From an optimization exercise on the open Yosys and OpenROAD flow, aimed at small area and a short achievable clock period; shortcuts taken in it are not production practice. RTL that was checked went through simulation tests only; none was proved equivalent to the original. The RTL of runs 1 to 3 was laid out without a check of its function. Power figures rest on the tool's default switching activity, not on a simulated workload.

<file path="design.v">
package lsu_pkg;
    localparam int xlen = 32;
    localparam int mask_bits = 4;
    localparam int rob_id_bits = 4;
    localparam int pr_bits = 6;
    typedef enum logic [2:0] {
        load_f3_lb  = 3'b000,
        load_f3_lh  = 3'b001,
        load_f3_lw  = 3'b010,
        load_f3_lbu = 3'b100,
        load_f3_lhu = 3'b101
    } load_funct3_e;
    typedef union packed {
        logic [xlen-1:0]  word;
        logic [3:0][7:0]  bytes;
        logic [1:0][15:0] halves;
    } load_word_u;
endpackage
`timescale 1ns/1ps
module sb_word_eq #(
    parameter int aw = 30
) (
    input  logic [aw-1:0] a,
    input  logic [aw-1:0] b,
    output logic          eq
);
    assign eq = (a == b);
endmodule
module sb_cover #(
    parameter int sq_depth = 8
) (
    input  logic [sq_depth-1:0]      match,
    input  logic [sq_depth-1:0][3:0] live,
    input  logic [3:0]               load_mask,
    output logic [3:0]               any_hit,
    output logic                     fwd_full
);
    always_comb begin
        any_hit = '0;
        for (int i = 0; i < sq_depth; i++)
            any_hit = any_hit | (live[i] & {4{match[i]}});
    end
    assign fwd_full = &(any_hit | ~load_mask);
endmodule
`timescale 1ns/1ps
module dcache_arbiter #(
    parameter int aw = 30
) (
    input  logic          load_head,
    input  logic          fwd_full,
    input  logic          busy,
    input  logic          sq_nonempty,
    input  logic [aw-1:0] load_addr,
    input  logic [3:0]    load_mask,
    input  logic [aw-1:0] head_addr,
    input  logic [3:0]    head_mask,
    output logic          load_req,
    output logic [aw-1:0] req_addr,
    output logic [3:0]    rmask,
    output logic [3:0]    wmask
);
    assign load_req = load_head && !fwd_full;
    assign req_addr = load_req ? load_addr : head_addr;
    assign rmask    = (!busy && load_req) ? load_mask : 4'b0000;
    assign wmask    = (!busy && !load_req && sq_nonempty) ? head_mask : 4'b0000;
endmodule
`timescale 1ns/1ps
module load_align #(
    parameter int sq_depth = 8
) (
    input  logic [sq_depth-1:0]       match,
    input  logic [sq_depth-1:0][3:0]  live,
    input  logic [sq_depth-1:0][31:0] data,
    input  logic [31:0]               cache_rdata,
    input  logic [1:0]                addr_low,
    input  logic [2:0]                funct3,
    output logic [31:0]               result
);
    logic [sq_depth-1:0][3:0]  hit;
    logic [sq_depth-1:0][31:0] hit_data;
    logic [3:0]                any_hit;
    logic [31:0]               fwd_data;
    logic [31:0]               merged;
    for (genvar i = 0; i < sq_depth; i++) begin : g_entry
        assign hit[i] = live[i] & {4{match[i]}};
        for (genvar b = 0; b < 4; b++) begin : g_byte
            assign hit_data[i][8*b +: 8] = data[i][8*b +: 8] & {8{hit[i][b]}};
        end
    end
    always_comb begin
        any_hit  = '0;
        fwd_data = '0;
        for (int i = 0; i < sq_depth; i++) begin
            any_hit  = any_hit | hit[i];
            fwd_data = fwd_data | hit_data[i];
        end
    end
    for (genvar b = 0; b < 4; b++) begin : g_merge
        assign merged[8*b +: 8] = any_hit[b] ? fwd_data[8*b +: 8] : cache_rdata[8*b +: 8];
    end
    logic is_word, is_half, sign_ext;
    logic [1:0] lo_sel;
    logic [7:0] lo_byte, hi_byte;
    assign is_word  = funct3[1];
    assign is_half  = !funct3[1] && funct3[0];
    assign sign_ext = !funct3[2];
    assign lo_sel   = is_word ? 2'b00 : (is_half ? {addr_low[1], 1'b0} : addr_low);
    assign lo_byte  = merged[8*lo_sel +: 8];
    assign hi_byte  = addr_low[1] ? merged[31:24] : merged[15:8];
    logic ext_bit;
    assign ext_bit = sign_ext && (is_half ? hi_byte[7] : lo_byte[7]);
    assign result[7:0]   = lo_byte;
    assign result[15:8]  = is_word ? merged[15:8]  : (is_half ? hi_byte : {8{ext_bit}});
    assign result[31:16] = is_word ? merged[31:16] : {16{ext_bit}};
endmodule
`timescale 1ns/1ps
module store_buffer #(
    parameter int sq_depth = 8
) (
    input  logic                            clk,
    input  logic                            rst,
    input  logic                            rob_flush,
    input  logic                            lsq_valid,
    input  logic                            lsq_ready,
    input  logic                            lsq_is_load,
    input  logic [lsu_pkg::xlen-1:0]        lsq_addr,
    input  logic [lsu_pkg::mask_bits-1:0]   lsq_mask,
    input  logic [lsu_pkg::xlen-1:0]        lsq_wdata,
    input  lsu_pkg::load_funct3_e           lsq_funct3,
    input  logic [lsu_pkg::rob_id_bits-1:0] lsq_rob_id,
    input  logic [lsu_pkg::pr_bits-1:0]     lsq_pr_dest,
    input  logic [lsu_pkg::rob_id_bits-1:0] rob_head_id,
    output logic                            lsq_dequeue,
    output logic [lsu_pkg::xlen-1:0]        dcache_addr,
    output logic [lsu_pkg::mask_bits-1:0]   dcache_rmask,
    output logic [lsu_pkg::mask_bits-1:0]   dcache_wmask,
    output logic [lsu_pkg::xlen-1:0]        dcache_wdata,
    input  logic [lsu_pkg::xlen-1:0]        dcache_rdata,
    input  logic                            dcache_resp,
    output logic                            cdb_valid,
    output logic [lsu_pkg::rob_id_bits-1:0] cdb_rob_id,
    output logic [lsu_pkg::pr_bits-1:0]     cdb_pr_dest,
    output logic [lsu_pkg::xlen-1:0]        cdb_result,
    output logic                            store_done
);
    localparam int aw       = lsu_pkg::xlen - 2;
    logic [sq_depth-1:0][aw-1:0] q_addr;
    logic [sq_depth-1:0][3:0]    q_mask;
    logic [sq_depth-1:0][31:0]   q_data;
    logic [sq_depth-1:0][3:0]    q_live;
    logic [sq_depth-1:0]         q_valid;    
    logic [sq_depth-1:0]         head_oh;    
    logic busy;         
    logic busy_load;    
    logic stale;        
    logic sq_full, sq_nonempty;
    assign sq_full     = q_valid[sq_depth-1];
    assign sq_nonempty = q_valid[0];
    assign head_oh     = q_valid & ~(q_valid >> 1);
    logic head_ok, is_store, store_accept, load_head;
    assign head_ok      = lsq_valid && lsq_ready;
    assign is_store     = head_ok && !lsq_is_load;
    assign load_head    = head_ok && lsq_is_load;
    assign store_accept = is_store && (lsq_rob_id == rob_head_id) && !sq_full;
    logic [sq_depth-1:0]      match;
    logic [sq_depth-1:0][3:0] vlive;
    logic [3:0]               any_hit;
    logic                     fwd_full;
    for (genvar i = 0; i < sq_depth; i++) begin : g_match
        sb_word_eq #(.aw(aw)) i_eq (
            .a  (q_addr[i]),
            .b  (lsq_addr[lsu_pkg::xlen-1:2]),
            .eq (match[i])
        );
        assign vlive[i] = q_live[i] & {4{q_valid[i]}};
    end
    sb_cover #(.sq_depth(sq_depth)) i_cover (
        .match     (match),
        .live      (vlive),
        .load_mask (lsq_mask),
        .any_hit   (any_hit),
        .fwd_full  (fwd_full)
    );
    logic load_req, issue_load, issue_store, resp_ok;
    logic [aw-1:0] req_addr;
    assign issue_load  = !busy && load_req;
    assign issue_store = !busy && !load_req && sq_nonempty;
    assign resp_ok     = busy && dcache_resp && !stale;
    logic sq_pop;
    assign sq_pop = resp_ok && !busy_load;
    always_ff @(posedge clk) begin
        if (rst) begin
            busy <= 1'b0;
        end else if (!busy) begin
            busy <= issue_load || issue_store;
        end else if (dcache_resp) begin
            busy <= 1'b0;
        end
    end
    always_ff @(posedge clk) begin
        if (!busy) busy_load <= load_req;
    end
    always_ff @(posedge clk) begin
        if (rst) begin
            stale <= 1'b0;
        end else if (rob_flush) begin
            stale <= 1'b1;
        end else if (dcache_resp) begin
            stale <= 1'b0;
        end
    end
    logic [aw-1:0] head_addr;
    logic [3:0]    head_mask;
    logic [31:0]   head_data;
    always_comb begin
        head_addr = '0;
        head_mask = '0;
        head_data = '0;
        for (int i = 0; i < sq_depth; i++) begin
            if (head_oh[i]) begin
                head_addr = head_addr | q_addr[i];
                head_mask = head_mask | q_mask[i];
                head_data = head_data | q_data[i];
            end
        end
    end
    dcache_arbiter #(.aw(aw)) i_arb (
        .load_head   (load_head),
        .fwd_full    (fwd_full),
        .busy        (busy),
        .sq_nonempty (sq_nonempty),
        .load_addr   (lsq_addr[lsu_pkg::xlen-1:2]),
        .load_mask   (lsq_mask),
        .head_addr   (head_addr),
        .head_mask   (head_mask),
        .load_req    (load_req),
        .req_addr    (req_addr),
        .rmask       (dcache_rmask),
        .wmask       (dcache_wmask)
    );
    assign dcache_addr  = {req_addr, 2'b00};
    assign dcache_wdata = head_data;
    always_ff @(posedge clk) begin
        if (rst) begin
            q_valid <= '0;
        end else begin
            case ({store_accept, sq_pop})
                2'b10:   q_valid <= {q_valid[sq_depth-2:0], 1'b1};
                2'b01:   q_valid <= q_valid >> 1;
                default: q_valid <= q_valid;
            endcase
        end
    end
    always_ff @(posedge clk) begin
        if (store_accept) begin
            q_addr[0] <= lsq_addr[lsu_pkg::xlen-1:2];
            q_mask[0] <= lsq_mask;
            q_data[0] <= lsq_wdata;
            q_live[0] <= lsq_mask;
            for (int i = 1; i < sq_depth; i++) begin
                q_addr[i] <= q_addr[i-1];
                q_mask[i] <= q_mask[i-1];
                q_data[i] <= q_data[i-1];
                q_live[i] <= match[i-1] ? (q_live[i-1] & ~lsq_mask) : q_live[i-1];
            end
        end
    end
    load_align #(.sq_depth(sq_depth)) i_align (
        .match       (match),
        .live        (vlive),
        .data        (q_data),
        .cache_rdata (dcache_rdata),
        .addr_low    (lsq_addr[1:0]),
        .funct3      (lsq_funct3),
        .result      (cdb_result)
    );
    assign cdb_valid   = (load_head && fwd_full) || (resp_ok && busy_load);
    assign cdb_rob_id  = lsq_rob_id;
    assign cdb_pr_dest = lsq_pr_dest;
    assign store_done  = store_accept;
    assign lsq_dequeue = store_accept || cdb_valid;
endmodule
</file>
<file path="run.sh">
#!/bin/bash
# synth_recipe.tcl (not shown) runs the flow's synth.tcl, then flattens the netlist and writes it again
# the make line also repeats each setting of config.mk as NAME=value (left out here)
make -C /OpenROAD-flow-scripts/flow DESIGN_CONFIG=/design/flow/config.mk WORK_HOME=/design/flow/orfs CLKGATE_MAP_FILE= SYNTH_SCRIPT=/design/flow/synth_recipe.tcl finish
</file>
<file path="config.mk">
export PLATFORM = sky130hd
export DESIGN_NAME = store_buffer
export DESIGN_NICKNAME = store_buffer
export VERILOG_FILES = /design/flow/design.v
export SDC_FILE = /design/flow/constraint.sdc
export NUM_CORES = 4
export LEC_CHECK = 0
export CAP_MARGIN = 20
export CORE_MARGIN = 2
export CORE_UTILIZATION = 35
export CTS_BUF_LIST = sky130_fd_sc_hd__clkbuf_16
export CTS_CLUSTER_DIAMETER = 100
export CTS_CLUSTER_SIZE = 30
export PLACE_DENSITY = 0.5
export SETUP_SLACK_MARGIN = 5
export SLEW_MARGIN = 20
export SYNTH_HIERARCHICAL = 1
</file>
<file path="constraint.sdc">
create_clock -name core_clock -period 10.0 [get_ports {clk}]
set_input_delay 2.0000 -clock core_clock [delete_from_list [all_inputs] [get_ports {clk}]]
set_output_delay 2.0000 -clock core_clock [all_outputs]
set_load 0.01 [all_outputs]
</file>
==> results of run 1 <==
-- repair_timing --
action,CTS,global route
setup buffers,104,21
gates resized for setup,733,84
endpoints found under the setup margin,227,228
cloned,10,5
pin swaps,83,33
-- logic make-up (layout without fill, tap and decap cells) --
family	count (synthesis)	count (layout)	synth area share [%]
other	1	7	0.0139
buffers and inverters	142	480	2.52
flip-flops	567	567	62.7
AND/OR/NAND/NOR	445	447	10.7
AO/OA/AOI/OAI	478	478	13.8
adder cells (fa/ha/maj)	1	1	0.0463
XOR/XNOR	244	244	7.91
multiplexers	57	57	2.34
-- Yosys cell counts, types with 8 or more instances --
| library cell | n |
|---|---|
| dfxtp_1 | 10 |
| a221oi_1 | 16 |
| nor2_1 | 23 |
| a21o_1 | 9 |
| a22o_1 | 21 |
| nand2_1 | 19 |
| xnor2_1 | 84 |
| nor4_1 | 43 |
| a2111oi_2 | 15 |
| edfxtp_1 | 557 |
| o21ai_0 | 29 |
| clkbuf_1 | 71 |
| xor2_1 | 160 |
| nand4_1 | 94 |
| inv_1 | 9 |
| a2111oi_0 | 15 |
| o21bai_1 | 16 |
| and3b_1 | 64 |
| nor2b_1 | 9 |
| a22oi_1 | 302 |
| nand3b_1 | 9 |
| mux2i_1 | 13 |
| a21boi_0 | 28 |
| mux2_2 | 42 |
| nand3_1 | 51 |
| nor4_2 | 8 |
| buf_4 | 13 |
| and2_1 | 95 |
| buf_2 | 37 |
-- metal layers --
layer | up-vias | GRT usage, %
met1 | 9893 | 31.4
met3 | 115 | 2.95
met5 | - | 0
met2 | 850 | 34.8
li1 | 8343 | -
met4 | 0 | 6.21
-- sequential cells by signal (all words and copies together), names as in the netlist --
signal / cells
q_addr: 240
q_valid: 8
q_data: 256
stale: 1
q_mask: 28
busy_load: 1
busy: 1
q_live: 32
-- power breakdown --
group	total (µW)	switching [µW]	internal [µW]	leakage [µW]
Sequential	2590	6.89	2580	0.00510
Clock	1370	823	546	0.000421
Combinational	352	177	175	0.00635
Total	4310	1010	3300	0.0119
-- worst max path at each step --
stage	startpoint	to	slack, ps	depth (start not counted)
after global placement	lsq_addr[22]	cdb_result[28]	730	14
after detailed placement	lsq_addr[22]	cdb_result[28]	730	14
after floorplan	rob_head_id[0]	store_done	-2330	3
final	lsq_addr[21]	cdb_result[31]	2570	19
after CTS	lsq_addr[2]	cdb_result[31]	2610	17
after global routing	lsq_addr[27]	cdb_result[31]	2470	16
-- stage by stage --
step | TNS [ps] | util [%] | total power, µW
final | 0 | 45.2 | 4310
after floorplan | -601900 | - | 2780
after detailed placement | 0 | 40.6 | 2950
after global routing | 0 | 45.2 | 4430
after CTS | 0 | 44.2 | 4330
after global placement | 0 | 40.5 | 2950
-- layout make-up --
type | instances | area share (%)
clock inverters | 15 | 0.548
clock buffers | 27 | 1.96
diodes | 5 | 0.0363
multi-input cells | 1229 | 31.4
inverters | 10 | 0.109
well taps | 1030 | 3.74
flip-flops and latches | 567 | 49.2
repair buffers | 428 | 13.1
-- critical path: cells and delay by family --
kind,cells,cell delay (ps)
AND/OR/NAND/NOR,6,1490
XOR/XNOR,1,200
AO/OA/AOI/OAI,4,700
buffers and inverters,8,1040
==> flow_metrics.tcl, run 1 <==
set metrics [dict create \
    synth-async-reset-ratio_pct 0 \
    leakage_uw 0.0119 \
    finalNonFillerCells 3311 \
    rsz0062_at_grt "yes" \
    cts_root_buf "clkbuf_16" \
    reg2reg_setup_slack_ps 6190 \
    netlist_area_um2 27000 \
    clock_path_buffers 3 \
    dieArea_um2 79400 \
    finalHoldViolCount 0 \
    path_cells "buf_4 > xor2_1 > nor4_4 > nand4_1 > nor4_4 > buf_6 > buf_6 > buf_6 > and2_4 > buf_6 > a22oi_2 > nand3_1 > a211o_1 > nand3b_1 > o31ai_4 > buf_12 > buf_6 > o21bai_4 > buf_6" \
    vias 19200 \
    grt_max_degree 197 \
    seqCellArea_um2 16900 \
    yosysSeqAreaShare_pct 62.7 \
    setup_viol 0 \
    yosysWarnings 9 \
    slew_viol_final 0 \
    synth_cell_types 59 \
    critPathMaxFanout 10 \
    initial_core_util_pct 35.5 \
    place_hpwl_um 55800 \
    cts_buffers 26 \
    gp_congestion 0.855 \
    crit_type "primary input to output port" \
    drt_iter0_markers 2332 \
    synth_area_leaders "edfxtp_1 62%, a22oi_1 8.4%, xor2_1 5.2%, xnor2_1 2.7%, and2_1 2.2%" \
    die_h_um 282 \
    hold_end "q_mask[20]" \
    whs_ps 465 \
    placed_cells 3123 \
    skew_ps 26.4 \
    grt_use_total_pct 21.9 \
    reg2reg_to "q_addr[94]" \
    overflow 0 \
    detail_route.first_pass.iterations 6 \
    rows 101 \
    crit_required_ps 8000 \
    slew_headroom_pct 31.1 \
    h-tree-depth 1 \
    stdcell_area_um2 34500 \
    setup_ws_ps 2570 \
    start_kind "primary input" \
    first_global_vias 19300 \
    pin_count 241 \
    peakVddDrop_v 0.000121 \
    layout_common_cells "557 x edfxtp_1, 298 x a22oi_1, 116 x xor2_1" \
    r2r-start "q_valid[7]" \
    antenna_found_initial 7 \
    hold_depth 0 \
    post-place-ws_ps 731 \
    synth_area_leader_cell "edfxtp_1" \
    clock-sinks 567 \
    cap_violations 0 \
    routed_via_density 5.80 \
    core-area_um2 76200 \
    post-synth-top-area-fraction_pct 61.9 \
    min_from "q_mask[16]" \
    met1_length_um 39300 \
    nFillCells 6762 \
    postRouteWirelength_um 90600 \
    fmax_mhz 135 \
    synth_top_flop_cell "edfxtp_1" \
    status "complete, no violations" \
    drive_above_1_share_pct 25.8 \
    die-width_um 282 \
    io_buffers 226 \
    synth_cells 1935 \
    powerDensity_nw_per_um2 125 \
    route.met2.wl_um 43000 \
    multi_input_area_um2 10800 \
    holdBufCountCts 0 \
    grt_pass1_wl_um 130000 \
    path_clk_slew_ps 110 \
    top_layer "met4" \
    end_kind "output port" \
    dr_wl_met3_um 6140 \
    wl_per_cell_um 27.4 \
    critPathSlowestCell "nor4_4" \
    period_needed_ps 7430 \
    nets 2387 \
    cts_tree "done" \
    fin_crit_sh_pct 74.3 \
    ant_nets 0 \
    crit_top_cell "buf_6" \
    drc 0 \
    final_common_cell "edfxtp_1" \
    syn_area_per_cell_um2 14.0 \
    min_path_type "flip-flop to flip-flop" \
    area_growth_pct 27.6 \
    worstPathArrival_ps 5430 \
    r2r_cells 10 \
    dpl-instance-area_um2 30900 \
    synth_edf_count 557 \
    synth-seq-cells 567 \
    clkLatencyLatePin_ps 620 \
    worstMarginPinSlew_ps 1030 \
    cpPeakStageDelay_ps 400 \
]
==> run 2: changes to the inputs <==
--- a/design.v
+++ b/design.v
@@ -18,26 +18,26 @@
 endpackage
 `timescale 1ns/1ps
-module sb_word_eq #(
+module sb_entry_hit #(
     parameter int aw = 30
 ) (
-    input  logic [aw-1:0] a,
-    input  logic [aw-1:0] b,
-    output logic          eq
-);
-    assign eq = (a == b);
+    input  logic [aw-1:0] entry_addr,
+    input  logic [3:0]    entry_live,
+    input  logic [aw-1:0] addr,
+    output logic [3:0]    hit
+);
+    assign hit = entry_live & {4{entry_addr == addr}};
 endmodule
 module sb_cover #(
     parameter int sq_depth = 8
 ) (
-    input  logic [sq_depth-1:0]      match,
-    input  logic [sq_depth-1:0][3:0] live,
+    input  logic [sq_depth-1:0][3:0] hit,
     input  logic [3:0]               load_mask,
-    output logic [3:0]               any_hit,
     output logic                     fwd_full
 );
+    logic [3:0] any_hit;
     always_comb begin
         any_hit = '0;
         for (int i = 0; i < sq_depth; i++)
-            any_hit = any_hit | (live[i] & {4{match[i]}});
+            any_hit = any_hit | hit[i];
     end
     assign fwd_full = &(any_hit | ~load_mask);
@@ -69,6 +69,5 @@
     parameter int sq_depth = 8
 ) (
-    input  logic [sq_depth-1:0]       match,
-    input  logic [sq_depth-1:0][3:0]  live,
+    input  logic [sq_depth-1:0][3:0]  hit,
     input  logic [sq_depth-1:0][31:0] data,
     input  logic [31:0]               cache_rdata,
@@ -77,5 +76,4 @@
     output logic [31:0]               result
 );
-    logic [sq_depth-1:0][3:0]  hit;
     logic [sq_depth-1:0][31:0] hit_data;
     logic [3:0]                any_hit;
@@ -83,5 +81,4 @@
     logic [31:0]               merged;
     for (genvar i = 0; i < sq_depth; i++) begin : g_entry
-        assign hit[i] = live[i] & {4{match[i]}};
         for (genvar b = 0; b < 4; b++) begin : g_byte
             assign hit_data[i][8*b +: 8] = data[i][8*b +: 8] & {8{hit[i][b]}};
@@ -163,21 +160,17 @@
     assign load_head    = head_ok && lsq_is_load;
     assign store_accept = is_store && (lsq_rob_id == rob_head_id) && !sq_full;
-    logic [sq_depth-1:0]      match;
-    logic [sq_depth-1:0][3:0] vlive;
-    logic [3:0]               any_hit;
+    logic [sq_depth-1:0][3:0] hit;
     logic                     fwd_full;
-    for (genvar i = 0; i < sq_depth; i++) begin : g_match
-        sb_word_eq #(.aw(aw)) i_eq (
-            .a  (q_addr[i]),
-            .b  (lsq_addr[lsu_pkg::xlen-1:2]),
-            .eq (match[i])
+    for (genvar i = 0; i < sq_depth; i++) begin : g_entry
+        sb_entry_hit #(.aw(aw)) i_hit (
+            .entry_addr (q_addr[i]),
+            .entry_live (q_live[i] & {4{q_valid[i]}}),
+            .addr       (lsq_addr[lsu_pkg::xlen-1:2]),
+            .hit        (hit[i])
         );
-        assign vlive[i] = q_live[i] & {4{q_valid[i]}};
     end
     sb_cover #(.sq_depth(sq_depth)) i_cover (
-        .match     (match),
-        .live      (vlive),
+        .hit       (hit),
         .load_mask (lsq_mask),
-        .any_hit   (any_hit),
         .fwd_full  (fwd_full)
     );
@@ -262,11 +255,10 @@
                 q_mask[i] <= q_mask[i-1];
                 q_data[i] <= q_data[i-1];
-                q_live[i] <= match[i-1] ? (q_live[i-1] & ~lsq_mask) : q_live[i-1];
+                q_live[i] <= q_live[i-1] & ~(hit[i-1] & lsq_mask);
             end
         end
     end
     load_align #(.sq_depth(sq_depth)) i_align (
-        .match       (match),
-        .live        (vlive),
+        .hit         (hit),
         .data        (q_data),
         .cache_rdata (dcache_rdata),
==> flow_metrics.tcl, run 2 <==
set metrics [dict create \
    min_path_type "flip-flop to flip-flop" \
    netlist_area_um2 26400 \
    synth_cell_types 62 \
    pin_count 241 \
    whs_ps 456 \
    use_met1_pct 32.2 \
    regMostFlops "q_data" \
    final_common_cell "edfxtp_1" \
    reg2reg_setup_slack_ps 6330 \
    slew_headroom_pct 28.7 \
    end_kind "output port" \
    crit_required_ps 8000 \
    die_h_um 279 \
    finalHoldViolCount 0 \
    worstPathArrival_ps 5030 \
    gp_congestion 0.859 \
    largest_reg_flops 256 \
    ant_nets 0 \
    drt_iter0_markers 2141 \
    clock_path_buffers 3 \
    nFillCells 6491 \
    path_clk_slew_ps 100 \
    post-synth-top-area-fraction_pct 63.4 \
    endpoint "dcache_addr[5]" \
    nets 2369 \
    synthTopCellsByCount "557 x edfxtp_1, 327 x a22oi_1, 208 x xor2_1" \
    p_comb_share_pct 9.7 \
    seq_power_share_pct 57.2 \
    area_growth_pct 34.9 \
    rows 100 \
    place_hpwl_um 56500 \
    grt_pass1_wl_um 132000 \
    use_met2_pct 37.1 \
    grt-busiest-layer "met2" \
    crit_start "lsq_addr[21]" \
    rsz0062_at_grt "yes" \
    clock-sinks 567 \
    h-tree-depth 1 \
    yosysWarnings 9 \
    swShare_pct 24.6 \
    yosysSeqAreaShare_pct 64.1 \
    powerDensity_nw_per_um2 127 \
    wl_per_cell_um 28.3 \
    syn_area_per_cell_um2 14.2 \
    grt_use_total_pct 22.7 \
    synth-async-reset-ratio_pct 0 \
    routed_via_density 5.91 \
    intPower_uw 3410 \
    crit_type "primary input to output port" \
    fin_crit_sh_pct 70.3 \
    reg2reg_to "q_addr[163]" \
    cap_violations 0 \
    r2r_cells 7 \
    synth_edf_count 557 \
    utilization_pct 47.8 \
    synth_area_leader_cell "edfxtp_1" \
    fmax_mhz 142 \
    worstMarginPinSlew_ps 1070 \
    critPathMaxFanout 10 \
    holdBufCountCts 0 \
    cts_root_buf "clkbuf_16" \
    period_needed_ps 7030 \
    synth_area_leaders "edfxtp_1 63%, a22oi_1 9.3%, xor2_1 6.9%, nand4_1 2.2%, nor4_1 2.2%" \
    synth_cells 1860 \
    peakVddDrop_v 0.000115 \
    synth_top_flop_cell "edfxtp_1" \
    vias 19100 \
    switching_power_uw 1110 \
    layout_common_cells "557 x edfxtp_1, 325 x a22oi_1, 133 x xor2_1" \
    yosysMostFrequentCell "edfxtp_1" \
    die-width_um 279 \
    slew_viol_final 0 \
    first_global_vias 19200 \
    dieArea_um2 77600 \
    setup_viol 0 \
    pwr-share-clk_pct 33.1 \
    initial_core_util_pct 35.4 \
    r2r-start "q_valid[7]" \
    leakage_uw 0.0120 \
    io_buffers 226 \
    overflow 0 \
    clkLatencyLatePin_ps 630 \
    core-area_um2 74600 \
    antenna_found_initial 2 \
    postRouteWirelength_um 91700 \
    met3_usage_pct 3.05 \
    start_kind "primary input" \
    status "complete, no violations" \
    cts_buffers 29 \
    drive_above_1_share_pct 32.2 \
    grt_max_degree 183 \
    detail_route.first_pass.iterations 6 \
    largestRegisters "q_data: 256 flops, q_addr: 240 flops, q_live: 32 flops" \
    drc 0 \
    skew_ps 31.5 \
    cts_tree "done" \
    synth-seq-cells 567 \
]
-- run 2: cell types whose count changed after synthesis, sizes merged, moves of 37 or more --
cell	before	now
clkbuf	71	31
nand3	51	14
and3b	64	20
xor2	160	208
and2	97	44
nor4	51	91
xnor2	84	36
-- run 2: layer usage --
metal,routed length (µm),part of all wire (%),up-vias
met5,0,0,-
met3,5780,6.3,122
li1,-,-,8240
met1,39900,44,9914
met2,43600,48,835
met4,2340,2.5,0
-- run 2: timing repair --
item | 4_1_cts | 5_1_grt
cloned | 14 | 2
setup endpoints to repair | 176 | 157
pin swaps | 103 | 34
buffers inserted | 151 | 24
resized for setup | 781 | 148
-- run 2: kinds of logic (layout without fill, tap and decap cells) --
kind of cell	after synthesis	in the layout	share of synthesized area, %
other cells	1	3	0.0142
xor+xnor	244	244	8.10
flops	567	567	64.1
mux	47	47	2.34
buf+inv	135	537	2.74
simple gates	385	388	8.78
compound gates	480	480	13.9
fa+ha+maj	1	1	0.0474
-- run 2: critical path, stage by stage --
cell	delay, ps
buf_12	140
xor2_4	190
nor4_4	340
nand4_1	150
buf_6	170
buf_6	110
nor4_4	210
buf_6	180
nor4_4	40
nand3b_1	120
nor4_4	80
nor3_2	220
nand2b_4	200
buf_6	110
buf_12	130
buf_16	150
mux2_4	320
buf_6	120
-- run 2: final cells by class --
type | count | area [µm²] | share of cell area, %
Clock inverter | 24 | 324 | 0.910
Inverter | 15 | 60.1 | 0.169
Sequential cell | 567 | 16900 | 47.6
Antenna cell | 1 | 2.50 | 0.00703
Timing Repair Buffer | 469 | 5080 | 14.3
Tap cell | 969 | 1210 | 3.40
Clock buffer | 29 | 726 | 2.04
Multi-Input combinational cell | 1162 | 11300 | 31.6
-- run 2: worst min path at each step --
stage,start,cells past startpoint,to
floorplan,q_mask[26],0,q_mask[30]
global placement,q_mask[6],0,q_mask[10]
detailed placement,q_mask[6],0,q_mask[10]
CTS,q_mask[10],0,q_mask[14]
global route,q_mask[10],0,q_mask[14]
finish,q_mask[10],0,q_mask[14]
-- run 2: power groups by stage --
stage / registers [µW] / logic (µW) / clock network, µW
after floorplan: 2650 / 165 / 0
after global placement: 2650 / 350 / 0
after detailed placement: 2650 / 349 / 0
after CTS: 2590 / 413 / 1540
after global routing: 2590 / 463 / 1610
final: 2590 / 440 / 1500
-- run 2: metrics by stage --
stage	power, µW	worst slack, ps	instance area, µm²	instances	setup TNS (ps)
floorplan	2810	-2330	27200	1861	-601900
global placement	3000	1050	30400	2990	0
detailed placement	3000	973	30400	2991	0
CTS	4540	3000	34800	3209	0
global route	4660	2880	35600	3236	0
finish	4530	2970	35600	3236	0
==> run 3: changes to the inputs <==
--- a/config.mk
+++ b/config.mk
@@ -16,2 +16,3 @@
 export SLEW_MARGIN = 20
 export SYNTH_HIERARCHICAL = 1
+export TNS_END_PERCENT = 10
==> flow_metrics.tcl, run 3 <==
set metrics [dict create \
    status "complete, no violations" \
    layout_common_cells "557 x edfxtp_1, 327 x a22oi_1, 167 x xor2_1" \
    hold_end "q_mask[28]" \
    period_needed_ps 7180 \
    peakVddDrop_v 0.000109 \
    gp_congestion 0.914 \
    drt_iter0_markers 2191 \
    ant_nets 0 \
    crit_top_cell "buf_4" \
    setup_viol 0 \
    rows 100 \
    first_global_vias 18900 \
    grt_pass1_wl_um 130000 \
    hold_depth 0 \
    cpPeakStageDelay_ps 400 \
    clock-sinks 567 \
    pwr-share-clk_pct 30.6 \
    vias 18900 \
    seqCellArea_um2 16900 \
    dieArea_um2 77600 \
    overflow 0 \
    place_hpwl_um 55500 \
    crit_required_ps 8000 \
    r2r-start "q_valid[7]" \
    postRouteWirelength_um 89600 \
    synth_area_leader_cell "edfxtp_1" \
    cts_root_buf "clkbuf_16" \
    synth_edf_count 557 \
    yosysSeqAreaShare_pct 64.1 \
    slew_headroom_pct 23.9 \
    finalHoldViolCount 0 \
    r2r_cells 5 \
    synth_top_flop_cell "edfxtp_1" \
    seq_power_share_pct 60.8 \
    fmax_mhz 139 \
    drive_above_1_share_pct 23.9 \
    routed_via_density 5.99 \
    cap_violations 0 \
    critPathMaxFanout 10 \
    rsz0062_at_grt "yes" \
    crit_type "primary input to output port" \
    path_clk_slew_ps 100 \
    die_h_um 279 \
    skew_ps 32.7 \
    path_cells "buf_2 > xor2_1 > nor4_4 > nand2_2 > buf_4 > nor4_4 > buf_4 > buf_6 > a22oi_1 > nand2_1 > a2111oi_4 > buf_4 > a31oi_4 > nand3_2 > buf_4 > buf_4 > o221ai_1 > buf_2" \
    intPower_uw 3260 \
    netlist_area_um2 26400 \
    h-tree-depth 1 \
    core-area_um2 74600 \
    nets 2289 \
    grt_max_degree 181 \
    post-synth-top-area-fraction_pct 63.4 \
    wl_per_cell_um 28.4 \
    synth_cell_types 62 \
    final_common_cell "edfxtp_1" \
    min_path_type "flip-flop to flip-flop" \
    end_kind "output port" \
    cts_tree "done" \
    antenna_found_initial 7 \
    syn_area_per_cell_um2 14.2 \
    utilization_pct 44.3 \
    die-width_um 279 \
    switching_power_uw 995 \
    p_comb_share_pct 8.5 \
    swShare_pct 23.4 \
    dpl-instance-area_um2 29900 \
    largest_reg_flops 256 \
    synth_area_leaders "edfxtp_1 63%, a22oi_1 9.3%, xor2_1 6.9%, nand4_1 2.2%, nor4_1 2.2%" \
    min_from "q_mask[24]" \
    start_kind "primary input" \
    clock_path_buffers 3 \
    leakage_uw 0.0110 \
    detail_route.first_pass.iterations 7 \
    cts_buffers 25 \
    worstPathArrival_ps 5180 \
    io_buffers 226 \
    yosysWarnings 9 \
    reg2reg_to "q_addr[70]" \
    drc 0 \
    synthTopCellsByCount "557 x edfxtp_1, 327 x a22oi_1, 208 x xor2_1" \
    grt_use_total_pct 22.4 \
    powerDensity_nw_per_um2 129 \
    multi_input_area_um2 10300 \
    worstMarginPinSlew_ps 1140 \
    slew_viol_final 0 \
    setup_tns_ps 0 \
    fin_crit_sh_pct 71.8 \
    initial_core_util_pct 35.4 \
    synth_cells 1860 \
    reg2reg_setup_slack_ps 6420 \
    nFillCells 6778 \
    synth-seq-cells 567 \
    stdcell_area_um2 33000 \
    synth-async-reset-ratio_pct 0 \
    largestRegisters "q_data: 256 flops, q_addr: 240 flops, q_live: 32 flops" \
    yosysMostFrequentCell "edfxtp_1" \
    critPathSlowestCell "nor4_4" \
    area_growth_pct 25.2 \
    clkLatencyLatePin_ps 620 \
    pin_count 241 \
    regMostFlops "q_data" \
]
-- run 3: cell type report --
class                           instances  area share (%)
Antenna cell                            3          0.0227
Clock buffer                           25            1.89
Clock inverter                         20           0.541
Inverter                               15           0.170
Multi-Input combinational cell       1162            31.1
Sequential cell                       567            51.2
Tap cell                              969            3.67
Timing Repair Buffer                  393            11.3
-- run 3: how the worst max path moves through the flow --
stage                   startpoint  slack [ps]              end  depth (start not counted)
CTS                    lsq_addr[6]        2930   cdb_result[30]                         17
detailed placement    lsq_addr[21]         560  dcache_wmask[2]                         13
floorplan           rob_head_id[0]       -2330       store_done                          3
global placement      lsq_addr[22]         680   cdb_result[13]                         14
finish                 lsq_addr[4]        2820   cdb_result[13]                         18
global route          lsq_addr[26]        2770  dcache_rmask[0]                         17
-- run 3: power by group through the flow --
| stage | Sequential, µW | Clock (µW) | Combinational [µW] |
|---|---|---|---|
| floorplan | 2640 | 0 | 139 |
| global placement | 2640 | 0 | 323 |
| detailed placement | 2640 | 0 | 322 |
| CTS | 2590 | 1350 | 358 |
| global route | 2590 | 1420 | 385 |
| finish | 2590 | 1300 | 364 |
-- run 3: logic make-up (layout without fill, tap and decap cells) --
group | count (synthesis) | count (layout) | share of synthesized area, %
XOR/XNOR | 244 | 244 | 8.10
flip-flops | 567 | 567 | 64.1
other | 1 | 5 | 0.0142
buffers and inverters | 135 | 453 | 2.74
AO/OA/AOI/OAI | 480 | 480 | 13.9
adder cells (fa/ha/maj) | 1 | 1 | 0.0474
AND/OR/NAND/NOR | 385 | 388 | 8.78
multiplexers | 47 | 47 | 2.34
-- run 3: metal layers --
layer | global-route usage [%] | wire length, µm | up-vias
met5 | 0 | 16 | -
met4 | 7.44 | 2760 | 2
met3 | 2.56 | 5650 | 160
met2 | 35.9 | 42500 | 868
met1 | 31.6 | 38700 | 9760
li1 | - | - | 8102
-- run 3: stage by stage --
| step | total power, µW | instances | hold WS, ps | setup WS (ps) |
|---|---|---|---|---|
| final | 4260 | 3154 | 465 | 2820 |
| after global routing | 4400 | 3154 | 463 | 2770 |
| after CTS | 4290 | 3144 | 465 | 2930 |
| after detailed placement | 2960 | 2993 | 439 | 560 |
| after global placement | 2970 | 2993 | 433 | 683 |
| after floorplan | 2780 | 1861 | 419 | -2330 |
-- run 3: critical path, delay by kind of cell --
kind	cells	cell delay [ps]
buf+inv	8	1430
simple gates	5	1060
xor+xnor	1	220
compound gates	4	450
-- run 3: what timing repair did --
item | CTS | global route
gates resized for setup | 667 | 49
setup endpoints to repair | 112 | 260
pin swaps | 82 | 33
cloned | 7 | 0
setup buffers | 99 | 7
hold buffers | 0 | 0
==> run 4: changes to the inputs <==
--- a/design.v
+++ b/design.v
@@ -18,28 +18,30 @@
 endpackage
 `timescale 1ns/1ps
-module sb_entry_hit #(
+module sb_entry_cmp #(
     parameter int aw = 30
 ) (
     input  logic [aw-1:0] entry_addr,
-    input  logic [3:0]    entry_live,
     input  logic [aw-1:0] addr,
-    output logic [3:0]    hit
-);
-    assign hit = entry_live & {4{entry_addr == addr}};
+    output logic [1:0]    eq_part
+);
+    localparam int lo = aw / 2;
+    assign eq_part[0] = (entry_addr[lo-1:0]  == addr[lo-1:0]);
+    assign eq_part[1] = (entry_addr[aw-1:lo] == addr[aw-1:lo]);
 endmodule
 module sb_cover #(
     parameter int sq_depth = 8
 ) (
-    input  logic [sq_depth-1:0][3:0] hit,
+    input  logic [sq_depth-1:0][1:0] eq_part,
+    input  logic [sq_depth-1:0][3:0] live,
     input  logic [3:0]               load_mask,
     output logic                     fwd_full
 );
-    logic [3:0] any_hit;
+    logic [3:0] none;    
     always_comb begin
-        any_hit = '0;
+        none = '1;
         for (int i = 0; i < sq_depth; i++)
-            any_hit = any_hit | hit[i];
-    end
-    assign fwd_full = &(any_hit | ~load_mask);
+            none = none & ~(live[i] & {4{eq_part[i][0] & eq_part[i][1]}});
+    end
+    assign fwd_full = !(|(load_mask & none));
 endmodule
 `timescale 1ns/1ps
@@ -61,5 +63,5 @@
 );
     assign load_req = load_head && !fwd_full;
-    assign req_addr = load_req ? load_addr : head_addr;
+    assign req_addr = (load_addr & {aw{load_req}}) | (head_addr & {aw{!load_req}});
     assign rmask    = (!busy && load_req) ? load_mask : 4'b0000;
     assign wmask    = (!busy && !load_req && sq_nonempty) ? head_mask : 4'b0000;
@@ -69,5 +71,6 @@
     parameter int sq_depth = 8
 ) (
-    input  logic [sq_depth-1:0][3:0]  hit,
+    input  logic [sq_depth-1:0][1:0]  eq_part,
+    input  logic [sq_depth-1:0][3:0]  live,
     input  logic [sq_depth-1:0][31:0] data,
     input  logic [31:0]               cache_rdata,
@@ -76,4 +79,5 @@
     output logic [31:0]               result
 );
+    logic [sq_depth-1:0][3:0]  hit;
     logic [sq_depth-1:0][31:0] hit_data;
     logic [3:0]                any_hit;
@@ -81,4 +85,5 @@
     logic [31:0]               merged;
     for (genvar i = 0; i < sq_depth; i++) begin : g_entry
+        assign hit[i] = live[i] & {4{eq_part[i][0] & eq_part[i][1]}};
         for (genvar b = 0; b < 4; b++) begin : g_byte
             assign hit_data[i][8*b +: 8] = data[i][8*b +: 8] & {8{hit[i][b]}};
@@ -160,16 +165,20 @@
     assign load_head    = head_ok && lsq_is_load;
     assign store_accept = is_store && (lsq_rob_id == rob_head_id) && !sq_full;
+    logic [sq_depth-1:0][1:0] eq_part;
+    logic [sq_depth-1:0][3:0] vlive;
     logic [sq_depth-1:0][3:0] hit;
     logic                     fwd_full;
     for (genvar i = 0; i < sq_depth; i++) begin : g_entry
-        sb_entry_hit #(.aw(aw)) i_hit (
+        sb_entry_cmp #(.aw(aw)) i_cmp (
             .entry_addr (q_addr[i]),
-            .entry_live (q_live[i] & {4{q_valid[i]}}),
             .addr       (lsq_addr[lsu_pkg::xlen-1:2]),
-            .hit        (hit[i])
+            .eq_part    (eq_part[i])
         );
+        assign vlive[i] = q_live[i] & {4{q_valid[i]}};
+        assign hit[i]   = q_live[i] & {4{eq_part[i][0] & eq_part[i][1]}};
     end
     sb_cover #(.sq_depth(sq_depth)) i_cover (
-        .hit       (hit),
+        .eq_part   (eq_part),
+        .live      (vlive),
         .load_mask (lsq_mask),
         .fwd_full  (fwd_full)
@@ -260,5 +269,6 @@
     end
     load_align #(.sq_depth(sq_depth)) i_align (
-        .hit         (hit),
+        .eq_part     (eq_part),
+        .live        (vlive),
         .data        (q_data),
         .cache_rdata (dcache_rdata),
--- a/config.mk
+++ b/config.mk
@@ -16,3 +16,2 @@
 export SLEW_MARGIN = 20
 export SYNTH_HIERARCHICAL = 1
-export TNS_END_PERCENT = 10
==> flow_metrics.tcl, run 4 <==
set metrics [dict create \
    synth-async-reset-ratio_pct 0 \
    worstMarginPinSlew_ps 1120 \
    fmax_mhz 140 \
    rows 101 \
    holdBufCountCts 0 \
    initial_core_util_pct 35.4 \
    clock-sinks 567 \
    end_kind "output port" \
    met1_length_um 39500 \
    vias 19200 \
    netlist_area_um2 26900 \
    synth_area_leaders "edfxtp_1 62%, a22oi_1 9.1%, xnor2_1 7.9%, nand4_1 3.5%, mux2_2 2.3%" \
    route.met2.wl_um 44400 \
    nets 2329 \
    yosysWarnings 9 \
    die_h_um 281 \
    postRouteWirelength_um 92200 \
    period_needed_ps 7160 \
    post-place-ws_ps 616 \
    layout_common_cells "557 x edfxtp_1, 328 x a22oi_1, 172 x xnor2_1" \
    synth_top_flop_cell "edfxtp_1" \
    fin_crit_sh_pct 71.6 \
    seq_power_share_pct 58.2 \
    cap_violations 0 \
    slew_headroom_pct 25.5 \
    stdcell_area_um2 34300 \
    pwr-share-clk_pct 33.4 \
    slew_viol_final 0 \
    pin_count 241 \
    overflow 0 \
    grt_pass1_wl_um 132000 \
    powerDensity_nw_per_um2 130 \
    whs_ps 456 \
    setup_viol 0 \
    setup_ws_ps 2840 \
    switching_power_uw 1020 \
    yosysSeqAreaShare_pct 62.9 \
    synth_cell_types 55 \
    routed_via_density 5.91 \
    wl_per_cell_um 28.3 \
    path_clk_slew_ps 110 \
    cts_tree "done" \
    dieArea_um2 79100 \
    status "complete, no violations" \
    start_kind "primary input" \
    p_comb_share_pct 8.4 \
    skew_ps 23.5 \
    h-tree-depth 1 \
    r2r-start "q_valid[7]" \
    first_global_vias 19100 \
    largest_reg_flops 256 \
    largestRegisters "q_data: 256 flops, q_addr: 240 flops, q_live: 32 flops" \
    ant_nets 0 \
    drc 0 \
    syn_area_per_cell_um2 14.2 \
    intPower_uw 3430 \
    place_hpwl_um 56000 \
    crit_start "lsq_addr[31]" \
    area_growth_pct 27.3 \
    peakVddDrop_v 0.000133 \
    io_buffers 226 \
    cts_buffers 27 \
    cts_root_buf "clkbuf_16" \
    grt_max_degree 163 \
    regMostFlops "q_data" \
    synth_cells 1890 \
    synth-seq-cells 567 \
    drive_above_1_share_pct 26.2 \
    rsz0062_at_grt "yes" \
    dr_wl_met3_um 6100 \
    crit_required_ps 8000 \
    drt_iter0_markers 2332 \
    swShare_pct 22.9 \
    final_common_cell "edfxtp_1" \
    crit_type "primary input to output port" \
    clock_path_buffers 3 \
    worstPathArrival_ps 5160 \
    gp_congestion 0.847 \
    detail_route.first_pass.iterations 7 \
    die-width_um 281 \
    min_from "q_mask[24]" \
    synthTopCellsByCount "557 x edfxtp_1, 328 x a22oi_1, 244 x xnor2_1" \
    grt_use_total_pct 22.4 \
    dpl-instance-area_um2 30600 \
    totalPowerFinal_uw 4450 \
    top_layer "met4" \
    antenna_found_initial 1 \
    core-area_um2 76100 \
    finalHoldViolCount 0 \
    yosysMostFrequentCell "edfxtp_1" \
    critPathMaxFanout 10 \
    synth_area_leader_cell "edfxtp_1" \
    post-synth-top-area-fraction_pct 62.1 \
    clkLatencyLatePin_ps 630 \
    min_path_type "flip-flop to flip-flop" \
    synth_edf_count 557 \
    leakage_uw 0.0117 \
]
run 4: cell types whose count changed after synthesis, moves of 22 or more:
cell	before	now
nand4_1	91	149
xor2_1	208	0
xnor2_1	36	244
nand3_1	14	86
buf_2	59	37
mux2_2	34	56
nand2_1	53	20
and3_1	1	32
nor4_1	91	5
run 4: routing by layer:
metal | track usage [%] | vias to the layer above
met5 | 0 | -
met4 | 5.71 | 0
met3 | 3.11 | 152
met2 | 37.1 | 950
met1 | 30.9 | 9857
li1 | - | 8277
run 4: final timing paths:
kind	to	slack [ps]	cells past startpoint
hold reg to reg	q_mask[28]	460	0
setup reg to reg	q_data[58]	6010	10
hold / removal	q_mask[28]	460	0
setup / recovery	cdb_result[19]	2840	17
run 4: cell type report:
type / count / area, µm²
diodes: 2 / 5.00
flip-flops and latches: 567 / 16900
multi-input cells: 1201 / 10800
clock inverters: 21 / 293
inverters: 8 / 30.0
well taps: 1030 / 1290
fillers: 6815 / 41800
repair buffers: 399 / 4260
clock buffers: 27 / 676
run 4: kinds of logic after synthesis:
family / count (synthesis) / synth area share [%]
AOI/OAI and AO/OA: 439 / 12.8
xor gates and xnor gates: 244 / 7.94
adders and majority gates: 1 / 0.0465
buffers and inverters: 128 / 2.65
DFF: 567 / 62.9
muxes: 71 / 3.26
other: 1 / 0.0139
and+or+nand+nor: 439 / 10.4
run 4: repair_timing:
action                     in CTS  in global routing
pin swaps                      56                 77
gates cloned                    7                  5
gates resized for setup       528                252
buffers inserted               87                 42
setup endpoints to repair     337                170
run 4: through the flow:
step	setup TNS, ps	cells	utilization, %
2_1_floorplan	-601900	1891	-
3_3_place_gp	0	3064	40.2
3_5_place_dp	0	3064	40.2
4_1_cts	0	3206	43.3
5_1_grt	0	3253	45.0
6_report	0	3255	45.0
run 4: critical path: stages:
cell and delay, ps:
buf_6 140, xnor2_4 140, nand4_1 240, nor4_4 70, buf_12 150, buf_4 140
and3_4 160, or4_4 550, or3_4 410, a32oi_2 220, and3b_2 240, buf_6 100
a21o_4 140, buf_12 110, buf_12 90, a21o_1 100, buf_2 140
run 4: power by group through the flow:
stage          Combinational (µW)  Sequential (µW)  Clock [µW]
2_1_floorplan                 151             2650           0
3_3_place_gp                  321             2640           0
3_5_place_dp                  321             2640           0
4_1_cts                       345             2590        1530
5_1_grt                       395             2590        1590
6_report                      374             2590        1490
==> run 5: changes to the inputs <==
--- a/config.mk
+++ b/config.mk
@@ -10,8 +10,9 @@
 export CORE_UTILIZATION = 35
 export CTS_BUF_LIST = sky130_fd_sc_hd__clkbuf_16
-export CTS_CLUSTER_DIAMETER = 100
-export CTS_CLUSTER_SIZE = 30
+export CTS_CLUSTER_DIAMETER = 80
+export CTS_CLUSTER_SIZE = 25
 export PLACE_DENSITY = 0.5
 export SETUP_SLACK_MARGIN = 5
 export SLEW_MARGIN = 20
 export SYNTH_HIERARCHICAL = 1
+export TNS_END_PERCENT = 10
==> flow_metrics.tcl, run 5 <==
set metrics [dict create \
    status "complete, no violations" \
    clock-sinks 567 \
    vias 19200 \
    ant_nets 0 \
    slew_headroom_pct 20.1 \
    drt_iter0_markers 2417 \
    grt_use_total_pct 21.7 \
    utilization_pct 44.2 \
    post-synth-top-area-fraction_pct 62.1 \
    fmax_mhz 140 \
    overflow 0 \
    setup_tns_ps 0 \
    grt_max_degree 193 \
    critPathMaxFanout 10 \
    met1_length_um 38300 \
    post-place-ws_ps 780 \
    cts_tree "done" \
    critPathSlowestCell "or4_4" \
    yosysMostFrequentCell "edfxtp_1" \
    crit_type "primary input to output port" \
    clkLatencyLatePin_ps 590 \
    core-area_um2 76100 \
    synth_edf_count 557 \
    cts_buffers 36 \
    peakVddDrop_v 0.000138 \
    dpl-instance-area_um2 30200 \
    layout_common_cells "557 x edfxtp_1, 328 x a22oi_1, 182 x xnor2_1" \
    top_layer "met4" \
    postRouteWirelength_um 88500 \
    synth_cells 1890 \
    dieArea_um2 79100 \
    antenna_found_initial 3 \
    io_buffers 226 \
    nets 2315 \
    first_global_vias 19000 \
    detail_route.first_pass.iterations 6 \
    min_path_type "flip-flop to flip-flop" \
    worstMarginPinSlew_ps 1200 \
    totalPowerFinal_uw 4650 \
    slew_viol_final 0 \
    skew_ps 22.7 \
    netlist_area_um2 26900 \
    wl_per_cell_um 27.3 \
    crit_required_ps 8000 \
    synth_top_flop_cell "edfxtp_1" \
    gp_congestion 0.855 \
    cts_root_buf "clkbuf_16" \
    drive_above_1_share_pct 22.9 \
    h-tree-depth 2 \
    area_growth_pct 25.0 \
    route.met2.wl_um 42300 \
    die-width_um 281 \
    syn_area_per_cell_um2 14.2 \
    rows 101 \
    yosysSeqAreaShare_pct 62.9 \
    place_hpwl_um 54800 \
    drc 0 \
    pin_count 241 \
    final_common_cell "edfxtp_1" \
    crit_top_cell "buf_6" \
    path_cells "buf_8 > xnor2_2 > nand4_1 > nor4_4 > buf_4 > buf_6 > buf_4 > and3_4 > or4_4 > nor2_8 > mux2_4 > a32oi_4 > buf_6 > a21o_4 > buf_6 > o21bai_1 > buf_2" \
    powerDensity_nw_per_um2 138 \
    largest_reg_flops 256 \
    synth-seq-cells 567 \
    synth-async-reset-ratio_pct 0 \
    fin_crit_sh_pct 71.2 \
    start_kind "primary input" \
    holdBufCountCts 0 \
    die_h_um 281 \
    synthTopCellsByCount "557 x edfxtp_1, 328 x a22oi_1, 244 x xnor2_1" \
    setup_ws_ps 2880 \
    worstPathArrival_ps 5120 \
    largestRegisters "q_data: 256 flops, q_addr: 240 flops, q_live: 32 flops" \
    clock_path_buffers 3 \
    regMostFlops "q_data" \
    cpPeakStageDelay_ps 510 \
    finalHoldViolCount 0 \
    stdcell_area_um2 33600 \
    grt_pass1_wl_um 129000 \
    synth_cell_types 55 \
    leakage_uw 0.0114 \
    routed_via_density 5.91 \
    synth_area_leaders "edfxtp_1 62%, a22oi_1 9.1%, xnor2_1 7.9%, nand4_1 3.5%, mux2_2 2.3%" \
    yosysWarnings 9 \
    initial_core_util_pct 35.4 \
    setup_viol 0 \
    end_kind "output port" \
    period_needed_ps 7120 \
    rsz0062_at_grt "yes" \
    path_clk_slew_ps 100 \
    cap_violations 0 \
    dr_wl_met3_um 5400 \
    synth_area_leader_cell "edfxtp_1" \
]
## run 5: critical path: cells and delay by family
family,cells,cell delay [ps]
mux,1,390
simple gates,5,1080
xor+xnor,1,140
compound gates,3,520
buf+inv,7,970
## run 5: timing repair
action | in CTS | in global routing
resized for setup | 441 | 154
setup endpoints to repair | 195 | 193
setup buffers | 85 | 28
pin swaps | 54 | 63
gates cloned | 7 | 1
hold endpoints to repair | 0 | 0
## run 5: power breakdown
group          switching (µW)  internal (µW)  leakage (µW)
Sequential               6.09           2580       0.00510
Combinational             166            169       0.00565
Clock                     904            826      0.000623
Total                    1080           3580        0.0114
## run 5: cell families (layout without fill, tap and decap cells)
group / after synthesis / count (layout) / synth area share, %
DFF: 567 / 567 / 62.9
AOI/OAI and AO/OA: 439 / 440 / 12.8
and+or+nand+nor: 439 / 443 / 10.4
xor gates and xnor gates: 244 / 244 / 7.94
buffers and inverters: 128 / 445 / 2.65
muxes: 71 / 71 / 3.26
adders and majority gates: 1 / 1 / 0.0465
other: 1 / 4 / 0.0139
## run 5: metal layers
metal,up-vias,GRT usage [%]
met5,-,0
met4,0,5.76
met3,151,3.03
met2,861,35.5
met1,9915,30.4
li1,8259,-
## run 5: worst paths after layout
| check | cells after the start | from | slack (ps) | to |
|---|---|---|---|---|
| setup / recovery | 17 | lsq_addr[12] | 2880 | cdb_result[31] |
| hold / removal | 0 | q_mask[18] | 440 | q_mask[22] |
| setup reg to reg | 6 | q_valid[7] | 6060 | q_addr[125] |
| hold reg to reg | 0 | q_mask[18] | 440 | q_mask[22] |
## run 5: stage by stage
| step | cells | hold slack (ps) |
|---|---|---|
| CTS | 3214 | 451 |
| finish | 3245 | 444 |
| detailed placement | 3061 | 430 |
| global placement | 3059 | 431 |
| floorplan | 1891 | 418 |
| global route | 3245 | 466 |
## run 5: cell type report
class	count	area, µm²
clock buffers	37	926
well taps	1030	1290
clock inverters	24	354
flip-flops and latches	567	16900
repair buffers	376	3680
multi-input cells	1201	10400
diodes	2	5.00
inverters	8	30.0
fillers	6915	42400
==> run 6: changes to the inputs <==
--- a/config.mk
+++ b/config.mk
@@ -16,3 +16,3 @@
 export SLEW_MARGIN = 20
 export SYNTH_HIERARCHICAL = 1
-export TNS_END_PERCENT = 10
+export TNS_END_PERCENT = 2
==> flow_metrics.tcl, run 6 <==
set metrics [dict create \
    status "complete, no violations" \
    synth_cells 1890 \
    synth_cell_types 55 \
    finalNonFillerCells 3251 \
    powerDensity_nw_per_um2 138 \
    postRouteWirelength_um 88900 \
    met1_length_um 38000 \
    leakage_uw 0.0117 \
    rsz0062_at_grt "yes" \
    slew_viol_final 0 \
    netlist_area_um2 26900 \
    swShare_pct 23.1 \
    die_h_um 281 \
    ant_nets 0 \
    synth_top_flop_cell "edfxtp_1" \
    gp_congestion 0.855 \
    utilization_pct 44.5 \
    final_common_cell "edfxtp_1" \
    switching_power_uw 1080 \
    start_kind "primary input" \
    seq_power_share_pct 55.5 \
    regMostFlops "q_data" \
    cts_root_buf "clkbuf_16" \
    fmax_mhz 142 \
    h-tree-depth 2 \
    setup_ws_ps 2930 \
    nFillCells 6912 \
    detail_route.first_pass.iterations 5 \
    r2r_cells 6 \
    routed_via_density 5.88 \
    min_path_type "flip-flop to flip-flop" \
    place_hpwl_um 54800 \
    dpl-instance-area_um2 30200 \
    slew_headroom_pct 19.1 \
    peakVddDrop_v 0.000137 \
    grt_use_total_pct 21.7 \
    setup_viol 0 \
    cts_tree "done" \
    top_layer "met4" \
    period_needed_ps 7070 \
    yosysSeqAreaShare_pct 62.9 \
    vias 19100 \
    layout_common_cells "557 x edfxtp_1, 328 x a22oi_1, 200 x xnor2_1" \
    worstPathArrival_ps 5070 \
    initial_core_util_pct 35.4 \
    yosysMostFrequentCell "edfxtp_1" \
    intPower_uw 3580 \
    synthTopCellsByCount "557 x edfxtp_1, 328 x a22oi_1, 244 x xnor2_1" \
    finalHoldViolCount 0 \
    hold_end "q_mask[14]" \
    synth-seq-cells 567 \
    pwr-share-clk_pct 37.1 \
    io_buffers 226 \
    wl_per_cell_um 27.3 \
    area_growth_pct 25.7 \
    synth_edf_count 557 \
    synth_area_leaders "edfxtp_1 62%, a22oi_1 9.1%, xnor2_1 7.9%, nand4_1 3.5%, mux2_2 2.3%" \
    reg2reg_to "q_addr[125]" \
    placed_cells 3061 \
    overflow 0 \
    crit_type "primary input to output port" \
    route.met2.wl_um 42600 \
    drive_above_1_share_pct 21.4 \
    cts_buffers 36 \
    antenna_found_initial 2 \
    dieArea_um2 79100 \
    syn_area_per_cell_um2 14.2 \
    path_clk_slew_ps 100 \
    synth_area_leader_cell "edfxtp_1" \
    clkLatencyLatePin_ps 580 \
    drt_iter0_markers 2511 \
    pin_count 241 \
    min_from "q_mask[10]" \
    crit_required_ps 8000 \
    reg2reg_setup_slack_ps 6050 \
    largestRegisters "q_data: 256 flops, q_addr: 240 flops, q_live: 32 flops" \
    hold_depth 0 \
    post-synth-top-area-fraction_pct 62.1 \
    stdcell_area_um2 33800 \
    first_global_vias 19000 \
    core-area_um2 76100 \
    grt_pass1_wl_um 129000 \
    end_kind "output port" \
    p_comb_share_pct 7.3 \
    cap_violations 0 \
    multi_input_area_um2 10300 \
    die-width_um 281 \
    grt_max_degree 193 \
    post-place-ws_ps 780 \
    synth-async-reset-ratio_pct 0 \
    r2r-start "q_valid[7]" \
    totalPowerFinal_uw 4660 \
    clock_path_buffers 3 \
    rows 101 \
    skew_ps 23.7 \
    worstMarginPinSlew_ps 1210 \
    nets 2322 \
    largest_reg_flops 256 \
    fin_crit_sh_pct 70.7 \
    drc 0 \
    dr_wl_met3_um 5850 \
    seqCellArea_um2 16900 \
    yosysWarnings 9 \
    critPathMaxFanout 6 \
    clock-sinks 567 \
]
## run 6: cell count changes in the layout (fill, tap and decap cells not counted), sizes merged
| cell | before | now |
|---|---|---|
| dlygate4sd2 | 21 | 15 |
| clkdlybuf4s50 | 129 | 126 |
| clkdlybuf4s15 | 10 | 7 |
| diode | 2 | 1 |
| dlymetal6s2s | 12 | 35 |
| clkbuf | 41 | 42 |
| buf | 200 | 195 |
## run 6: cell type report
class,count,share of cell area [%]
multi-input cells,1201,30.6
diodes,1,0.00740
well taps,1030,3.81
flip-flops and latches,567,50.1
clock inverters,24,1.05
repair buffers,383,11.7
clock buffers,37,2.74
inverters,8,0.0888
## run 6: repair_timing
| action | CTS | global route |
|---|---|---|
| buffers inserted | 80 | 37 |
| gates cloned | 6 | 5 |
| pin swaps | 54 | 58 |
| gates resized for setup | 403 | 151 |
| hold endpoints to repair | 0 | 0 |
| hold buffers | 0 | 0 |
| setup endpoints to repair | 195 | 193 |
## run 6: power groups by stage
stage	clock network, µW	logic [µW]	registers [µW]
after global placement	0	299	2640
after global routing	1850	361	2590
final	1730	341	2590
after CTS	1780	317	2590
after detailed placement	0	300	2640
after floorplan	0	137	2640
## run 6: worst max-delay path by stage
stage,start,end,slack [ps]
finish,lsq_addr[12],cdb_result[31],2930
global route,lsq_addr[28],dcache_addr[27],2860
floorplan,rob_head_id[0],store_done,-2330
detailed placement,lsq_addr[16],dcache_addr[27],780
global placement,lsq_addr[30],dcache_addr[20],390
CTS,lsq_addr[25],cdb_result[31],2820
## run 6: stage by stage
stage	TNS, ps	hold slack, ps
2_1_floorplan	-601900	418
3_3_place_gp	0	431
3_5_place_dp	0	430
4_1_cts	0	451
5_1_grt	0	466
6_report	0	450
## run 6: kinds of logic (layout without fill, tap and decap cells)
| group | count (synthesis) | in the layout | share of synthesized area, % |
|---|---|---|---|
| multiplexers | 71 | 71 | 3.26 |
| buffers and inverters | 128 | 452 | 2.65 |
| AO/OA/AOI/OAI | 439 | 440 | 12.8 |
| adder cells (fa/ha/maj) | 1 | 1 | 0.0465 |
| AND/OR/NAND/NOR | 439 | 443 | 10.4 |
| other | 1 | 3 | 0.0139 |
| flip-flops | 567 | 567 | 62.9 |
| XOR/XNOR | 244 | 244 | 7.94 |
## run 6: worst max-delay path: stages
cell      delay (ps)
buf_12           110
xnor2_2          120
nand4_1          190
nor4_4            70
buf_4            170
buf_6            130
and3_4           160
or4_4            550
or3_4            410
a32oi_2          240
and3b_2          270
buf_6            110
a21o_4           150
buf_6            100
o21bai_1         100
buf_2            160
## run 6: per-layer routing
| metal | up-vias | track usage [%] |
|---|---|---|
| li1 | 8256 | - |
| met5 | - | 0 |
| met1 | 9848 | 30.4 |
| met3 | 137 | 2.99 |
| met2 | 882 | 35.4 |
| met4 | 0 | 5.80 |
==> run 7: changes to the inputs <==
==> flow/run.sh (new file) <==
#!/bin/bash
# Layout: the standard flow, with the port buffers made from the smallest
# buffer cell instead of the one buffer_ports picks by itself. Timing repair
# resizes the ones on critical paths later, as usual.
set -euo pipefail
export BUFFER_PORTS_ARGS="-buffer_cell sky130_fd_sc_hd__buf_1"
bash standard.sh synth > synth.log 2>&1
bash standard.sh > layout.log 2>&1
==> standard.sh (new file) <==
#!/bin/bash
# synth_recipe.tcl (not shown) runs the flow's synth.tcl, then flattens the netlist and writes it again
# the make line also repeats each setting of config.mk as NAME=value (left out here)
make -C /OpenROAD-flow-scripts/flow DESIGN_CONFIG=/design/flow/config.mk WORK_HOME=/design/flow/orfs CLKGATE_MAP_FILE= SYNTH_SCRIPT=/design/flow/synth_recipe.tcl "${@:-finish}"
removed: run.sh
==> flow_metrics.tcl, run 7 <==
set metrics [dict create \
    status "complete, no violations" \
    cpPeakStageDelay_ps 530 \
    largest_reg_flops 256 \
    cts_root_buf "clkbuf_16" \
    yosysMostFrequentCell "edfxtp_1" \
    peakVddDrop_v 0.000102 \
    setup_viol 0 \
    post-synth-top-area-fraction_pct 62.1 \
    path_clk_slew_ps 100 \
    area_growth_pct 18.2 \
    r2r-start "q_valid[7]" \
    clock-sinks 567 \
    yosysSeqAreaShare_pct 62.9 \
    synth_area_leaders "edfxtp_1 62%, a22oi_1 9.1%, xnor2_1 7.9%, nand4_1 3.5%, mux2_2 2.3%" \
    worstPathArrival_ps 4960 \
    powerDensity_nw_per_um2 145 \
    cts_buffers 38 \
    stdcell_area_um2 31800 \
    first_global_vias 18700 \
    die_h_um 281 \
    setup_tns_ps 0 \
    clock_path_buffers 3 \
    postRouteWirelength_um 87600 \
    detail_route.first_pass.iterations 6 \
    synth_top_flop_cell "edfxtp_1" \
    min_from "q_mask[23]" \
    finalHoldViolCount 0 \
    grt_max_degree 182 \
    crit_family "simple AND/OR/NAND/NOR gates" \
    routed_via_density 5.84 \
    antenna_cells 0 \
    grt_pass1_wl_um 126000 \
    die-width_um 281 \
    reg2reg_to "q_addr[185]" \
    start_kind "primary input" \
    grt_use_total_pct 21.3 \
    hold_depth 0 \
    synth_area_leader_cell "edfxtp_1" \
    worstMarginPinSlew_ps 1120 \
    drive_above_1_share_pct 18.3 \
    setup_ws_ps 3040 \
    slew_viol_final 0 \
    synthTopCellsByCount "557 x edfxtp_1, 328 x a22oi_1, 244 x xnor2_1" \
    path_cells "buf_12 > xnor2_2 > nand4_1 > nor4_4 > clkbuf_16 > buf_8 > and3_4 > or4_4 > or3_4 > a21o_1 > a32oi_4 > a21o_4 > a21o_1 > buf_2" \
    netlist_area_um2 26900 \
    nFillCells 7073 \
    gp_congestion 0.870 \
    reg2reg_setup_slack_ps 5750 \
    crit_type "primary input to output port" \
    crit_top_cell "a21o_1" \
    post-place-ws_ps 1670 \
    critPathMaxFanout 8 \
    drt_iter0_markers 2126 \
    min_path_type "flip-flop to flip-flop" \
    leakage_uw 0.0101 \
    core-area_um2 76100 \
    hold_end "q_mask[27]" \
    end_kind "output port" \
    pin_count 241 \
    final_common_cell "edfxtp_1" \
    crit_required_ps 8000 \
    dieArea_um2 79100 \
    r2r_cells 7 \
    period_needed_ps 6960 \
    wl_per_cell_um 27.4 \
    antenna_found_initial 0 \
    regMostFlops "q_data" \
    largestRegisters "q_data: 256 flops, q_addr: 240 flops, q_live: 32 flops" \
    drc 0 \
    vias 18700 \
    synth-seq-cells 567 \
    critPathSlowestCell "or4_4" \
    layout_common_cells "557 x edfxtp_1, 328 x a22oi_1, 218 x xnor2_1" \
    clkLatencyLatePin_ps 620 \
    h-tree-depth 2 \
    dpl-instance-area_um2 28800 \
    fmax_mhz 144 \
    yosysWarnings 9 \
    synth_cells 1890 \
    crit_buf_inv 4 \
    io_buffers 226 \
    synth-async-reset-ratio_pct 0 \
    cts_tree "done" \
    synth_edf_count 557 \
    overflow 0 \
    skew_ps 33.1 \
    initial_core_util_pct 35.4 \
    nets 2269 \
    place_hpwl_um 54200 \
    synth_cell_types 55 \
    syn_area_per_cell_um2 14.2 \
    slew_headroom_pct 25.5 \
    rows 101 \
    fin_crit_sh_pct 69.6 \
    cap_violations 0 \
    ant_nets 0 \
    rsz0062_at_grt "yes" \
]
## run 7: cell counts after synthesis
Identical to the previous run, type by type.
## run 7: kinds of logic after synthesis
kind of cell | Yosys count | share of synthesized area [%]
AOI/OAI and AO/OA | 439 | 12.8
muxes | 71 | 3.26
adders and majority gates | 1 | 0.0465
other | 1 | 0.0139
xor gates and xnor gates | 244 | 7.94
and+or+nand+nor | 439 | 10.4
buffers and inverters | 128 | 2.65
DFF | 567 | 62.9
## run 7: what timing repair did
item | 4_1_cts | 5_1_grt
hold buffers | 0 | 0
endpoints found under the setup margin | 160 | 158
buffers inserted | 29 | 25
gates cloned | 8 | 5
gates resized for setup | 226 | 52
pin swaps | 44 | 41
## run 7: layout make-up
class                   instances  area, µm²  share of cell area (%)
inverters                       8       30.0                  0.0944
clock buffers                  39        976                    3.07
multi-input cells            1199      10000                    31.4
flip-flops and latches        567      16900                    53.2
clock inverters                29        348                    1.09
repair buffers                330       2240                    7.03
well taps                    1030       1290                    4.05
## run 7: metrics by stage
| step | total power [µW] | util, % | instances | hold WS [ps] |
|---|---|---|---|---|
| 4_1_cts | 4660 | 41.0 | 3171 | 444 |
| 3_5_place_dp | 2880 | 37.8 | 3066 | 432 |
| 5_1_grt | 4760 | 41.8 | 3202 | 462 |
| 3_3_place_gp | 2880 | 37.8 | 3065 | 430 |
| 2_1_floorplan | 2780 | - | 1891 | 418 |
| 6_report | 4610 | 41.8 | 3202 | 452 |
## run 7: worst max path at each step
stage                            endpoint  depth (start not counted)            from  slack, ps
after floorplan                store_done                          3  rob_head_id[0]      -2330
after global placement    dcache_addr[20]                         12    lsq_addr[30]       1750
after detailed placement  dcache_addr[20]                         12    lsq_addr[30]       1670
after CTS                  cdb_result[18]                         14    lsq_addr[10]       3090
after global routing      dcache_addr[21]                         15     lsq_addr[5]       2940
final                      cdb_result[18]                         14     lsq_addr[9]       3040
## run 7: per-layer routing
| layer | global-route usage, % | routed length, µm | up-vias |
|---|---|---|---|
| met5 | 0 | 0 | - |
| met4 | 6.66 | 2220 | 0 |
| met3 | 3.77 | 6390 | 139 |
| met2 | 34.0 | 41400 | 872 |
| met1 | 29.6 | 37500 | 9529 |
| li1 | - | - | 8164 |
## run 7: power by group
part	internal, µW	leakage [µW]	switching (µW)	total, µW
sequential	2580	0.00510	6.69	2590
combinational	122	0.00437	157	279
clock	813	0.000647	934	1750
total	3520	0.0101	1100	4610

port drivers added, routing unchanged:
Ports are ideal in the flow. The routed layouts listed here were re-timed in OpenROAD. Step 1 sets driving cells, clkbuf_16 on the clock port and buf_2 on the other inputs (assumed; they add their load-dependent delay and slew). Step 2 times the ports against the registers' clock, not the clock port: input delays grow and output delays shrink by t, the midpoint of the rising clock arrivals with the driver on. Slacks: ideal / step 1 / step 2; pairs: ideal / step 1.
run | shift t [ns] | setup WS [ns] | hold WS [ns] | cell pins on the clock port's net
run 1 | 0.676 | 2.571 / 2.509 / 2.509 | 0.465 / 0.465 / 0.465 | 1
run 2 | 0.682 | 2.973 / 2.868 / 2.868 | 0.456 / 0.456 / 0.456 | 1
run 3 | 0.657 | 2.823 / 2.801 / 2.801 | 0.465 / 0.465 / 0.465 | 1
run 4 | 0.680 | 2.841 / 2.789 / 2.789 | 0.456 / 0.456 / 0.456 | 1
run 5 | 0.635 | 2.876 / 2.825 / 2.825 | 0.444 / 0.444 / 0.444 | 1
run 6 | 0.638 | 2.935 / 2.838 / 2.838 | 0.450 / 0.450 / 0.450 | 1
run 7 | 0.663 | 3.037 / 2.961 / 2.961 | 0.452 / 0.452 / 0.452 | 1
After both steps every run listed still meets setup and hold. For run 2, which loses most, drivers alone change the setup slack by -0.105 ns; drivers and shift together by -0.105 ns.
